Source: an optimization exercise on an open RTL-to-GDS flow (aim: small area). Production flows keep margins and buffers that such runs may drop.
Function was checked by simulation only, so behaviour that the tests miss may differ from the original.
Power is estimated from default activity; no workload was simulated.

File: flow/run.sh
#!/bin/bash
# synth_recipe.tcl (not shown) runs the flow's synth.tcl, then flattens the netlist and writes it again
# the make line also repeats each setting of config.mk as NAME=value (left out here)
make -C /OpenROAD-flow-scripts/flow DESIGN_CONFIG=/design/flow/config.mk WORK_HOME=/design/flow/orfs CLKGATE_MAP_FILE= SYNTH_SCRIPT=/design/flow/synth_recipe.tcl finish
File: flow/constraint.sdc
create_clock -name core_clock -period 5.0 [get_ports {clk}]
set_input_delay 1.0000 -clock core_clock [delete_from_list [all_inputs] [get_ports {clk}]]
set_output_delay 1.0000 -clock core_clock [all_outputs]
set_load 0.01 [all_outputs]
File: flow/design.v
package hash_jtree_elastic_pkg;
    localparam int MASK_MAX = 32;
endpackage
module tree_hash_ab (
    input  logic [19:0] d,
    output logic [7:0]  a,
    output logic [7:0]  b
);
    logic t2, t3, t1, t4, t5, t6, t7;
    assign t1 = d[1] ^ d[8];
    assign t2 = d[2] ^ d[9] ^ d[16];
    assign t3 = d[3] ^ d[10] ^ d[17];
    assign t4 = d[11] ^ d[18];
    assign t5 = d[5] ^ d[12];
    assign t6 = d[6] ^ d[13];
    assign t7 = d[7] ^ d[14];
    assign a[0] = d[0] ^ d[15];
    assign a[1] = t1;
    assign a[2] = t2;
    assign a[3] = t3;
    assign a[4] = t4 ^ d[4];
    assign a[5] = t5 ^ d[19];
    assign a[6] = t6;
    assign a[7] = t7;
    assign b[0] = t2;
    assign b[1] = t3;
    assign b[2] = t4;
    assign b[3] = d[4] ^ d[19];
    assign b[4] = t5;
    assign b[5] = t6;
    assign b[6] = t7 ^ d[0];
    assign b[7] = t1 ^ d[15];
endmodule
module tree_hash_lane (
    input  logic [19:0] x,
    input  logic [19:0] y,
    output logic [7:0]  hx,
    output logic [7:0]  hy
);
    logic [7:0] ax, bx, ay, by;
    tree_hash_ab uX (.d(x), .a(ax), .b(bx));
    tree_hash_ab uY (.d(y), .a(ay), .b(by));
    assign hx = ax ^ by;
    assign hy = ay ^ bx;
endmodule
module hash_jtree_elastic #(
    parameter int SIGFIG     = 24,
    parameter int RADIX      = 10,
    parameter int VERTS      = 3,
    parameter int AXIS       = 3,
    parameter int COLORS     = 3,
    parameter int SAMPS      = 4,
    parameter int PIPE_DEPTH = 2
) (
    input  logic                                        clk,
    input  logic                                        rst,
    input  logic                                        in_valid,
    output logic                                        in_ready,
    input  logic signed [VERTS-1:0][AXIS-1:0][SIGFIG-1:0] tri_in,
    input  logic [COLORS-1:0][SIGFIG-1:0]               color_in,
    input  logic signed [1:0][SAMPS-1:0][SIGFIG-1:0]    sample_in,
    input  logic [SAMPS-1:0]                            validSamp_in,
    input  logic [3:0]                                  subSample,
    input  logic                                        jitter_en,
    output logic                                        out_valid,
    input  logic                                        out_ready,
    output logic signed [VERTS-1:0][AXIS-1:0][SIGFIG-1:0] tri_out,
    output logic [COLORS-1:0][SIGFIG-1:0]               color_out,
    output logic signed [1:0][SAMPS-1:0][SIGFIG-1:0]    sample_out,
    output logic [SAMPS-1:0]                            validSamp_out,
    output logic                                        cfg_err
);
    localparam int PW = VERTS*AXIS*SIGFIG + COLORS*SIGFIG + 2*SAMPS*SIGFIG + SAMPS;
    logic                              oneHot;
    logic [7:0]                        mask;
    logic [SAMPS-1:0][7:0]             hashX, hashY;
    logic [1:0][SAMPS-1:0][SIGFIG-1:0] jitSample;
    always_comb begin
        oneHot = 1'b1;
        mask   = 8'h00;
        case (subSample)
            4'b1000: mask = 8'hFF;
            4'b0100: mask = 8'h7F;
            4'b0010: mask = 8'h3F;
            4'b0001: mask = 8'h1F;
            default: oneHot = 1'b0;
        endcase
        if (!jitter_en) mask = 8'h00;
    end
    for (genvar i = 0; i < SAMPS; i++) begin : g_lane
        tree_hash_lane uHash (
            .x  (sample_in[0][i][SIGFIG-1:4]),
            .y  (sample_in[1][i][SIGFIG-1:4]),
            .hx (hashX[i]),
            .hy (hashY[i])
        );
    end
    always_comb begin
        jitSample = sample_in;
        for (int i = 0; i < SAMPS; i++) begin
            jitSample[0][i][RADIX-1:2] = sample_in[0][i][RADIX-1:2] | (hashX[i] & mask);
            jitSample[1][i][RADIX-1:2] = sample_in[1][i][RADIX-1:2] | (hashY[i] & mask);
        end
    end
    logic          v0, v1, adv, cfgErr_q;
    logic [PW-1:0] d0, d1;
    assign adv      = !v1 || out_ready;
    assign in_ready = !v0 || adv;
    always_ff @(posedge clk) begin
        if (rst) begin
            v0       <= 1'b0;
            v1       <= 1'b0;
            cfgErr_q <= 1'b0;
        end else begin
            v0       <= in_valid || !in_ready;
            v1       <= v0 || !adv;
            cfgErr_q <= cfgErr_q || (in_valid && in_ready && !oneHot);
        end
    end
    always_ff @(posedge clk) begin
        if (in_ready) d0 <= {tri_in, color_in, jitSample, validSamp_in};
        if (adv)      d1 <= d0;
    end
    assign out_valid = v1;
    assign {tri_out, color_out, sample_out, validSamp_out} = d1;
    assign cfg_err = cfgErr_q;
endmodule
File: flow/config.mk
export PLATFORM = sky130hd
export DESIGN_NAME = hash_jtree_elastic
export DESIGN_NICKNAME = hash_jtree_elastic
export VERILOG_FILES = /design/flow/design.v
export SDC_FILE = /design/flow/constraint.sdc
export NUM_CORES = 4
export LEC_CHECK = 0
export CAP_MARGIN = 20
export CORE_MARGIN = 2
export CORE_UTILIZATION = 55
export CTS_BUF_LIST = sky130_fd_sc_hd__clkbuf_4 sky130_fd_sc_hd__clkbuf_8
export CTS_CLUSTER_SIZE = 20
export PLACE_DENSITY = 0.7
export SLEW_MARGIN = 20
==> results of run 1 <==
synthesized netlist by cell type (2+ instances only):
master and count:
xnor2_1 36, buf_6 5, nand2b_1 2, xor2_2 4
o21bai_1 16, inv_1 10, nor2_1 4, xnor3_1 40
a31o_1 40, xor2_1 51, dfxtp_1 3, xor3_1 8
edfxtp_1 968, a21oi_1 2, o31ai_1 7, clkbuf_1 5
cells by family after synthesis:
logic type             count (synthesis)
AO/OA/AOI/OAI                         70
XOR/XNOR                             139
buffers and inverters                 22
flip-flops                           971
multiplexers                           1
AND/OR/NAND/NOR                       11
==> reports/metrics.cfg, run 1 <==
[synth]
synth_cells = 1214
synth_compound_area_share_pct = 1.836
synth_top_family_by_area = XOR/XNOR gates
synth_xor_area_share_pct = 6.026
synth.area.mux_share_pct = 0.03145
yosysWarningCount = 1
yosysTopAreaCell = edfxtp_1
synth_seq_cells = 971
netlist.area_leader.share_pct = 91.33
synth_edf_count = 968
synth_fp_nets = 1707
synthSimpleGateAreaFrac_pct = 0.2005
avgSynthCellArea_um2 = 26.22
syn-cell-area_mm2 = 0.03183
synth_fa_ha_area_share_pct = 0
synthFlopType = edfxtp_1
synth.distinct_cells = 29
async_flop_share_pct = 0
synth_area_leaders = edfxtp_1 (91%), xnor3_1 (2.8%), xor2_1 (1.4%)
synth_seq_area_share_pct = 91.52

[run_status]
stop_error = [ERROR PPL-0024] Number of IO pins (980) exceeds maximum number of available positions (880). Increase the die perimeter from 978.24um to 1332.80um.
failing_step = I/O pin placement
status = did not finish

[floorplan]
row_count = 88
die_h_um = 244.6
initial_core_util_pct = 55.38
die_w_um = 244.6

==> run 2, diff against run 1 <==
==> flow/flow/run.sh (new file) <==
#!/bin/bash
# Standard layout, with the port buffers made from the smallest buffer cell.
set -euo pipefail
export BUFFER_PORTS_ARGS="-buffer_cell sky130_fd_sc_hd__buf_1"
bash standard.sh > standard.log 2>&1
==> flow/standard.sh (new file) <==
#!/bin/bash
# synth_recipe.tcl (not shown) runs the flow's synth.tcl, then flattens the netlist and writes it again
# the make line also repeats each setting of config.mk as NAME=value (left out here)
make -C /OpenROAD-flow-scripts/flow DESIGN_CONFIG=/design/flow/config.mk WORK_HOME=/design/flow/orfs CLKGATE_MAP_FILE= SYNTH_SCRIPT=/design/flow/synth_recipe.tcl "${@:-finish}"
removed: flow/run.sh
==> reports/metrics.cfg, run 2 <==
[synth]
synthFlopType = edfxtp_1
synth_seq_area_share_pct = 91.52
avgSynthCellArea_um2 = 26.22
synth_fp_nets = 1707
synth_edf_count = 968
synth_area_leaders = edfxtp_1 (91%), xnor3_1 (2.8%), xor2_1 (1.4%)
async_flop_share_pct = 0
netlist.area_leader.share_pct = 91.33
synth.distinct_cells = 29
synth.most_common_cell = edfxtp_1
synth_seq_cells = 971
yosysTopAreaCell = edfxtp_1
synth_cells = 1214
netlist_top_cells_count = edfxtp_1 (968), xor2_1 (51), a31o_1 (40), xnor3_1 (40), xnor2_1 (36)
syn-cell-area_mm2 = 0.03183
yosysWarningCount = 1

[run_status]
status = did not finish
stop_error = [ERROR PPL-0024] Number of IO pins (980) exceeds maximum number of available positions (880). Increase the die perimeter from 978.24um to 1332.80um.
failing_step = I/O pin placement

[floorplan]
die_h_um = 244.6
die_w_um = 244.6
row_count = 88
initial_core_util_pct = 55.38

-- run 2: cell counts after synthesis --
Identical to the previous run, type by type.
-- run 2: logic make-up after synthesis --
group | count (synthesis) | synth area share, %
AOI/OAI and AO/OA | 70 | 1.836
xor gates and xnor gates | 139 | 6.026
buffers and inverters | 22 | 0.3892
DFF | 971 | 91.52
muxes | 1 | 0.03145
and+or+nand+nor | 11 | 0.2005
==> run 3, diff against run 2 <==
--- a/flow/config.mk
+++ b/flow/config.mk
@@ -6,9 +6,8 @@
 export NUM_CORES = 4
 export LEC_CHECK = 0
 export CAP_MARGIN = 20
-export CORE_MARGIN = 2
-export CORE_UTILIZATION = 55
+export CORE_AREA = 5 5 335 335
 export CTS_BUF_LIST = sky130_fd_sc_hd__clkbuf_4 sky130_fd_sc_hd__clkbuf_8
 export CTS_CLUSTER_SIZE = 20
-export PLACE_DENSITY = 0.7
+export DIE_AREA = 0 0 340 340
 export SLEW_MARGIN = 20
==> reports/metrics.cfg, run 3 <==
[setup_path]
worstSetupStartpointType = register
crit_chain = nand3b_1 > buf_1
cp-end-kind = primary output
cp.arrival_ns = 2.07
worstSetupPathType = register to primary output
cp_slowest_cell = nand3b_1
required_ns = 4.00
r2r_setup_slack_ns = 2.70
max_stage_delay_ns = 0.58
worstPathMaxFanout = 13

[grt]
grt_usage_pct = 16.03
grt_max_degree = 144
grt_antenna_before_repair = 22
grt_pass1_wl_um = 129800
grt_pass1_vias = 17150
grt-ovfl-total = 0

[clock_tree]
holdBufCountCts = 0
clk_pin_slew_worst_paths_ns = 0.06
cts_tree = built
clock_sinks = 971
cts-resized-gates = 0
cts_buffers = 158
cts_setup_buffers = 0
clock_latency_ns = 0.79
clock_path_buffers = 3
htree_levels = 4
clock-root-buffer = clkbuf_8

[timing]
finalSetupViolCount = 0
fmax_ghz = 0.3258
hold_viol = 0
slew-limit-headroom_pct = 32.43
skew_ns = 0.04108
fin_crit_sh_pct = 61.39
holdWs_ns = 0.3609
grt_setup_unrepaired = false
worst_pin_slew_ns = 0.9853
min_period_ns = 3.070
slew_viol_final = 0

[synth]
netlist_top_cells_count = edfxtp_1 (968), xor2_1 (51), a31o_1 (40), xnor3_1 (40), xnor2_1 (36)
synth_area_leaders = edfxtp_1 (91%), xnor3_1 (2.8%), xor2_1 (1.4%)
async_flop_share_pct = 0
synth_seq_area_share_pct = 91.52
yosysTopAreaCell = edfxtp_1
yosysWarningCount = 1
netlist.area_leader.share_pct = 91.33
synth.most_common_cell = edfxtp_1
synth_edf_count = 968
synth.distinct_cells = 29
synth_fp_nets = 1707
avgSynthCellArea_um2 = 26.22
synthFlopType = edfxtp_1
synth_cells = 1214
synth_seq_cells = 971
syn-cell-area_mm2 = 0.03183

[finish]
area_delta_synth_final_pct = 27.36
multi_input_area_mm2 = 0.002584
final_cell_mix = buf_1 (978), edfxtp_1 (968), clkbuf_8 (159)
final_core_util_pct = 37.34
layout.cells.non_filler = 3903
fin_area_mm2 = 0.04054
ff_latch_area_mm2 = 0.02913
top_regs = d0: 484 flops, d1: 484 flops
layout.nets = 2860
fillers = 10230
layout-drive-gt1-share_pct = 10.99
layout_commonest_cell = buf_1

[routing]
via_count = 16510
first_pass_iters = 5
wl_um = 96190
route.detailed.vias_per_inst = 4.230
antenna_left = 0
wl_per_cell_um = 24.64
drc = 0
drt_iter0_markers = 1143

[floorplan]
row_count = 121
fp.coreArea_mm2 = 0.1086
initial_core_util_pct = 29.32
die-area_mm2 = 0.1156
die_w_um = 340
die_h_um = 340
ios = 980

[placement]
dpl_cell_area_mm2 = 0.03748
gp_congestion = 0.8917
hpwlAfterDp_um = 73160
port_buffers = 979
dpl.cell_count = 3621

[job]
cap_violations = 0

[power]
power_density_mw_per_mm2 = 434.8
p_leak_nw = 14.41
ir_worst_vdd_mv = 0.2415

[run_status]
status = finished clean

[min_path]
hp-class = primary input to register

## run 3: final cells by class
cell class              instances  area share [%]
inverters                      10         0.09260
diodes                          6         0.03704
flip-flops and latches        971           71.86
repair buffers               1005           9.766
clock inverters                68           1.201
clock buffers                 208           6.306
multi-input cells             221           6.374
well taps                    1414           4.365
## run 3: metrics by stage
| stage | TNS [ns] | setup WS (ns) | power, mW |
|---|---|---|---|
| floorplan | -9597.52 | -11.26 | 10.47 |
| global placement | 0 | 1.895 | 11.10 |
| detailed placement | 0 | 1.841 | 11.12 |
| CTS | 0 | 1.803 | 17.88 |
| global route | 0 | 1.779 | 18.37 |
| finish | 0 | 1.930 | 17.62 |
## run 3: path summary, 6_finish.rpt
path,start,endpoint,depth (start not counted)
worst max-delay path,v1,in_ready,2
worst min-delay path,tri_in[127],d0[395],1
worst max register to register,v1,d0[354],3
worst min register to register,d0[140],d1[140],0
## run 3: critical path: cells and delay by family (launching register included)
family	cells	cell delay [ns]
simple gates	1	0.58
flops	1	0.40
buf+inv	1	0.30
## run 3: where the power goes
group / switching [mW] / internal (mW) / total (mW)
clock: 3.12 / 3.56 / 6.69
combinational: 0.760 / 0.422 / 1.18
sequential: 0.199 / 9.56 / 9.76
total: 4.08 / 13.5 / 17.6
## run 3: logic make-up (layout without fill, tap and decap cells)
| group | after synthesis | count (layout) | share of synthesized area [%] |
|---|---|---|---|
| AO/OA/AOI/OAI | 70 | 70 | 1.836 |
| XOR/XNOR | 139 | 139 | 6.026 |
| buffers and inverters | 22 | 1291 | 0.3892 |
| flip-flops | 971 | 971 | 91.52 |
| multiplexers | 1 | 1 | 0.03145 |
| other | 0 | 6 | 0 |
| AND/OR/NAND/NOR | 11 | 11 | 0.2005 |
## run 3: layer usage
layer	wire, um	share of wire (%)	GRT usage (%)
met1	35650	37	18.71
met2	46800	49	26.05
met3	10110	11	6.804
met4	3532	3.7	6.851
met5	100	0.10	0
==> run 4, diff against run 3 <==
==> flow/run.sh (new file) <==
#!/bin/bash
# synth_recipe.tcl (not shown) runs the flow's synth.tcl, then flattens the netlist and writes it again
# the make line also repeats each setting of config.mk as NAME=value (left out here)
make -C /OpenROAD-flow-scripts/flow DESIGN_CONFIG=/design/flow/config.mk WORK_HOME=/design/flow/orfs CLKGATE_MAP_FILE= SYNTH_SCRIPT=/design/flow/synth_recipe.tcl finish
removed: flow/flow/run.sh
removed: flow/standard.sh
==> reports/metrics.cfg, run 4 <==
[clock_tree]
cts-resized-gates = 0
cts_buffers = 159
clock_path_buffers = 3
clock_sinks = 971
cts_tree = built
clk_pin_slew_worst_paths_ns = 0.06
holdBufCountCts = 0
clock_latency_ns = 0.79
htree_levels = 4
cts_setup_buffers = 0
clock-root-buffer = clkbuf_8

[setup_path]
crit_chain = clkdlybuf4s50_1 > nand3b_1 > clkdlybuf4s50_1
required_ns = 4.00
worstSetupPathType = primary input to primary output
path_common_cell = clkdlybuf4s50_1
cpLargestDelayFamily = buffers and inverters
timing.rr.start = v1
crit_buf_inv = 2
cp_num_cells = 3
reg2reg_to = d0[450]
worstPathMaxFanout = 2
cp.arrival_ns = 2.23
worstSetupStartpointType = primary input
cp_slowest_cell = clkdlybuf4s50_1
reg2regPathDepth = 3
r2r_setup_slack_ns = 2.61
max_stage_delay_ns = 0.57
cp-end-kind = primary output

[grt]
grt_max_degree = 164
grt_busiest_layer = met2
grt_use_met1_pct = 19.24
use_met2_pct = 27.95
grt_usage_pct = 16.92
grt_antenna_before_repair = 22
grt_pass1_vias = 17730
use_met3_pct = 7.407
grt-ovfl-total = 0
grt_pass1_wl_um = 137300

[floorplan]
row_count = 121
fp.coreArea_mm2 = 0.1086
initial_core_util_pct = 29.32
die-area_mm2 = 0.1156
die_h_um = 340
die_w_um = 340
ios = 980

[min_path]
worstHoldPathCells = 0
hp-class = register to register
min_to = d1[138]
hold_start = d0[138]

[finish]
ff_latch_area_mm2 = 0.02913
layout_commonest_cell = clkdlybuf4s50_1
fin_area_mm2 = 0.04682
top_regs = d0: 484 flops, d1: 484 flops
final_cell_mix = clkdlybuf4s50_1 (978), edfxtp_1 (968), clkbuf_8 (164)
multi_input_area_mm2 = 0.002587
layout-drive-gt1-share_pct = 11.33
layout.nets = 2860
layout.cells.non_filler = 3917
fillers = 9348
area_delta_synth_final_pct = 47.09

[routing]
via_count = 16810
antenna_left = 0
route.detailed.vias_per_inst = 4.292
wl_um = 101800
drt_iter0_markers = 1123
drc = 0
first_pass_iters = 5
wl_per_cell_um = 25.98

[timing]
finalSetupViolCount = 0
fin_crit_sh_pct = 64.68
slew-limit-headroom_pct = 28.07
hold_viol = 0
min_period_ns = 3.234
skew_ns = 0.03578
grt_setup_unrepaired = false
slew_viol_final = 0
fmax_ghz = 0.3092
worst_pin_slew_ns = 1.079

[synth]
synth.distinct_cells = 29
netlist.area_leader.share_pct = 91.33
synthSimpleGateAreaFrac_pct = 0.2005
synth.most_common_cell = edfxtp_1
synth_fa_ha_area_share_pct = 0
synth_cells = 1214
synth_xor_area_share_pct = 6.026
synth_seq_cells = 971
synth_edf_count = 968
syn-cell-area_mm2 = 0.03183
yosysWarningCount = 1
synth_fp_nets = 1707
synth_compound_area_share_pct = 1.836
avgSynthCellArea_um2 = 26.22
netlist_top_cells_count = edfxtp_1 (968), xor2_1 (51), a31o_1 (40), xnor3_1 (40), xnor2_1 (36)
yosysTopAreaCell = edfxtp_1
synthFlopType = edfxtp_1
synth_area_leaders = edfxtp_1 (91%), xnor3_1 (2.8%), xor2_1 (1.4%)
synth.area.mux_share_pct = 0.03145
synth_seq_area_share_pct = 91.52
synth_top_family_by_area = XOR/XNOR gates
async_flop_share_pct = 0

[power]
p_leak_nw = 17.16
ir_worst_vdd_mv = 0.2095
power_density_mw_per_mm2 = 396.2

[run_status]
status = finished clean

[placement]
port_buffers = 979
dpl.cell_count = 3620
dpl_cell_area_mm2 = 0.04359
gp_congestion = 0.9846
hpwlAfterDp_um = 76090

[job]
cap_violations = 0

==> run 4: cell count changes in the layout (fill, tap and decap cells not counted), moves of 2 or more <==
cell | before | now
diode_2 | 6 | 13
clkdlybuf4s50_1 | 0 | 978
inv_12 | 3 | 1
bufinv_16 | 4 | 8
buf_1 | 978 | 0
clkinv_2 | 13 | 16
clkbuf_8 | 159 | 164
==> run 4: layout make-up <==
class	instances	area share, %
Inverter	10	0.08018
Sequential cell	971	62.22
Timing Repair Buffer	1004	21.51
Multi-Input combinational cell	221	5.527
Clock buffer	213	5.607
Clock inverter	71	1.211
Tap cell	1414	3.779
Antenna cell	13	0.06949
==> run 4: power by group <==
| part | internal, mW | switching [mW] |
|---|---|---|
| Sequential | 9.56 | 0.191 |
| Clock | 3.84 | 3.15 |
| Combinational | 1.04 | 0.777 |
==> run 4: cell families after synthesis <==
group	after synthesis
compound gates	70
xor+xnor	139
buf+inv	22
flops	971
mux	1
simple gates	11
==> run 4: metal layers <==
metal  wire, um  vias up  part of all wire [%]
li1           -     7240                     -
met4       3761       16                   3.7
met5        114        -                  0.11
met2      49690      870                    49
met1      37010     8506                    36
met3      11190      179                    11
==> run 4: per-stage QoR <==
step	power (mW)	setup slack [ns]	hold slack (ns)	TNS, ns	util (%)
6_report	18.55	1.766	0.3912	0	43.13
5_1_grt	19.27	1.757	0.3981	0	43.11
4_1_cts	18.81	1.776	0.3877	0	43.10
3_5_place_dp	11.74	1.542	0.4045	0	40.15
3_3_place_gp	11.73	1.570	0.4004	0	40.15
2_1_floorplan	10.47	-11.26	0.4003	-9597.52	-
==> run 4: worst max-delay path by stage <==
stage | startpoint | end | slack, ns
final | out_ready | in_ready | 1.77
after CTS | out_ready | in_ready | 1.78
after global routing | out_ready | in_ready | 1.76
after floorplan | out_ready | d0[0] | -11.26
after detailed placement | out_ready | d0[218] | 1.54
after global placement | out_ready | d0[444] | 1.57
==> run 4: worst register-to-register path, delay by kind of cell (launching register included) <==
kind,cells,cell delay (ns)
buffers and inverters,2,1.11
flip-flops,1,0.37
AND/OR/NAND/NOR,1,0.18

re-timing with driven ports:
The flow's constraints put no driver on any port. The routed layouts listed below were extracted and timed again, unchanged, in two steps. Step 1, drivers: a clkbuf_16 drives clk and a buf_2 each remaining input, both assumed. Step 2 adds t to the input delays and takes it off the output delays; t is the mean of the earliest and latest rising clock arrival at the registers after step 1. Input paths then give back, and output paths get back, about the clock's delay inside the block. Three values: ideal, step 1, step 2; two values: the first two.
| run | t (ns) | setup slack, ns | hold slack, ns | worst slew at a driven data input, ns |
|---|---|---|---|---|
| run 3 | 0.839 | 1.930 / 1.868 / 1.805 | 0.361 / 0.332 / 0.379 | 0.20 |
| run 4 | 0.832 | 1.766 / 1.736 / 1.492 | 0.391 / 0.391 / 0.391 | 0.19 |
After both steps every run listed still meets setup and hold. The setup slack of run 4, which loses most, moves by -0.030 ns with the drivers and by -0.274 ns with both steps.
